This design comes from an exercise in tuning for small area on the open sky130 flow, not from production work. RTL that was checked went through simulation tests only; none was proved equivalent to the original.

==> module fir_tap_booth_enc, before the edit <==
module fir_tap_booth_enc (
    input  wire [17:0] w_i,
    output wire [8:0]  one_o,
    output wire [8:0]  two_o,
    output wire [8:0]  neg_o
);
    wire [18:0] wb = {w_i, 1'b0};
    genvar j;
    generate
        for (j = 0; j < 9; j++) begin : g_digit
            assign one_o[j] = wb[2*j+1] ^ wb[2*j];
            assign two_o[j] = (wb[2*j+2] & ~wb[2*j+1] & ~wb[2*j]) | (~wb[2*j+2] & wb[2*j+1] & wb[2*j]);
            assign neg_o[j] = wb[2*j+2];
        end
    endgenerate
endmodule
==> module fir_tap_post_adder, before the edit <==
module fir_tap_post_adder (
    input  wire      clk_i,
    input  wire      rst_i,
    input  fir_tap_pkg::acc_t     mac_i,
    input  fir_tap_pkg::acc_t     pcin_i,
    output fir_tap_pkg::acc_t     p_o
);
    fir_tap_pkg::acc_t mac_q;
    logic [2:0]        valid_q;
    always_ff @(posedge clk_i) begin
        mac_q <= mac_i;
    end
    always_ff @(posedge clk_i) begin
        if (rst_i) begin
            valid_q <= '0;
        end else begin
            valid_q <= {valid_q[1:0], 1'b1};
        end
    end
    fir_tap_pkg::acc_t mac_masked;
    fir_tap_pkg::acc_t sum;
    fir_tap_pkg::acc_t p_q;
    assign mac_masked = valid_q[2] ? mac_q : '0;
    fir_tap_add48 i_add (
        .a (mac_masked),
        .b (pcin_i),
        .s (sum)
    );
    always_ff @(posedge clk_i) begin
        if (rst_i) begin
            p_q <= '0;
        end else begin
            p_q <= sum;
        end
    end
    assign p_o = p_q;
endmodule
clock: 7.0 ns
lec_check: 0
cap_margin: 20
core_margin: 2
core_utilization: 40
slew_margin: 20
standard.sh (not shown) runs the stock make flow with config.mk's settings and CLKGATE_MAP_FILE= SYNTH_SCRIPT=/design/flow/synth_recipe.tcl, a recipe that flattens the netlist after the stock synthesis.
==> flow/flow/run.sh <==
#!/bin/bash
# Own layout flow: the standard ORFS flow, with
#  - synthesis mapped by ABC for area (flow/abc.script) instead of ORFS's delay script;
#    everything else in synthesis, and so every register, is as in the standard synthesis
#  - port buffers of the smallest buffer cell, and no dummy clock-tree loads.
# Each step's full output is in orfs/logs/; make's own output in flow_*.log here.
set -euo pipefail
W=$(pwd)
F=$W/flow
export MY_ABC_SCRIPT=$F/abc.script
SYNTH="SYNTH_SCRIPT=$F/synth.tcl"
KNOBS=(ABC_AREA=1 ABC_CLOCK_PERIOD_IN_PS=7000
       "BUFFER_PORTS_ARGS=-buffer_cell sky130_fd_sc_hd__buf_1"
       "CTS_ARGS=-sink_clustering_enable -repair_clock_nets -dont_use_dummy_load")
if [[ -f $F/knobs.sh ]]; then source $F/knobs.sh; fi
make -C "$FLOW_HOME" DESIGN_CONFIG="$W/config.mk" WORK_HOME="$W/orfs" CLKGATE_MAP_FILE= \
  "$SYNTH" "${KNOBS[@]}" synth > "$W/flow_synth.log" 2>&1
make -C "$FLOW_HOME" DESIGN_CONFIG="$W/config.mk" WORK_HOME="$W/orfs" CLKGATE_MAP_FILE= \
  "$SYNTH" "${KNOBS[@]}" finish > "$W/flow_finish.log" 2>&1
R=$W/orfs/results/$FLOW_PLATFORM/fir_tap_top/base
: # left out here: write the final layout as DEF
==> flow/flow/abc.script <==
strash; dch; map -a; topo; stime -c
==> flow/flow/knobs.sh <==
KNOBS=(ABC_AREA=1 ABC_CLOCK_PERIOD_IN_PS=7000
       "BUFFER_PORTS_ARGS=-buffer_cell sky130_fd_sc_hd__buf_1"
       "CTS_ARGS=-sink_clustering_enable -repair_clock_nets -dont_use_dummy_load -sink_clustering_size 20 -sink_clustering_max_diameter 50 -buf_list {sky130_fd_sc_hd__clkbuf_8}"
       GPL_TIMING_DRIVEN=0)
==> flow/flow/synth.tcl <==
proc synth {args} { yosys synth -nofsm -noshare -noabc {*}$args }
proc abc {args} {
  set i [lsearch -exact $args -script]
  if {$i >= 0 && [info exists ::env(MY_ABC_SCRIPT)]} {
    set args [lreplace $args [expr {$i + 1}] [expr {$i + 1}] $::env(MY_ABC_SCRIPT)]
  }
  yosys abc {*}$args
}
source $::env(SCRIPTS_DIR)/synth.tcl
# left out here: clear keep_hierarchy, flatten, clean up, hide names made inside functions, write 1_2_yosys.v
Then changed:
--- a/flow/design.v
+++ b/flow/design.v
@@ -658,5 +658,5 @@
         for (j = 0; j < 9; j++) begin : g_digit
             assign one_o[j] = wb[2*j+1] ^ wb[2*j];
-            assign two_o[j] = (wb[2*j+2] & ~wb[2*j+1] & ~wb[2*j]) | (~wb[2*j+2] & wb[2*j+1] & wb[2*j]);
+            assign two_o[j] = (wb[2*j+2] ^ wb[2*j+1]) & ~(wb[2*j+1] ^ wb[2*j]);
             assign neg_o[j] = wb[2*j+2];
         end
@@ -963,22 +963,24 @@
     output fir_tap_pkg::acc_t     p_o
 );
+    logic [1:0]        valid_q;
     fir_tap_pkg::acc_t mac_q;
-    logic [2:0]        valid_q;
-    always_ff @(posedge clk_i) begin
-        mac_q <= mac_i;
-    end
     always_ff @(posedge clk_i) begin
         if (rst_i) begin
             valid_q <= '0;
         end else begin
-            valid_q <= {valid_q[1:0], 1'b1};
+            valid_q <= {valid_q[0], 1'b1};
+        end
+    end
+    always_ff @(posedge clk_i) begin
+        if (rst_i || !valid_q[1]) begin
+            mac_q <= '0;
+        end else begin
+            mac_q <= mac_i;
         end
     end
-    fir_tap_pkg::acc_t mac_masked;
     fir_tap_pkg::acc_t sum;
     fir_tap_pkg::acc_t p_q;
-    assign mac_masked = valid_q[2] ? mac_q : '0;
     fir_tap_add48 i_add (
-        .a (mac_masked),
+        .a (mac_q),
         .b (pcin_i),
         .s (sum)
Result:
- register-to-register slack hardly moves
- final area rose by 0.86%
- maximum frequency hardly moves
- area after synthesis barely changes
- setup slack gets better by 0.0097 ns
- non-clock buffer count went up by 20
Function not checked in the second run of this note: the RTL went through the layout flow alone.

[separate check: timing with driven ports]
Ports are ideal in the flow. The routed layouts listed here were re-timed in OpenROAD. Step 1: set_driving_cell puts a clkbuf_16 on clk_i and a buf_2 on each other input, an assumption about the parent block. Step 2 times the ports against the registers' clock, not the clock port: input delays grow and output delays shrink by t, the midpoint of the rising clock arrivals with the driver on. Slacks: no drivers / after step 1 / after step 2; pairs: no drivers / after step 1.
run | shift t [ns] | setup WS [ns] | slew at the worst register clock pin (ns) | pins driven straight from the clock port
the first run | 0.642 | 0.223 / 0.223 / -0.046 | 0.11 / 0.11 | 1
the second run | 0.621 | 0.233 / 0.233 / -0.068 | 0.10 / 0.10 | 1
With both steps, setup timing fails in the first run and the second run, where it was met with ideal ports. The setup slack of the second run, which loses most, moves by 0.000 ns with the drivers and by -0.301 ns with both steps.
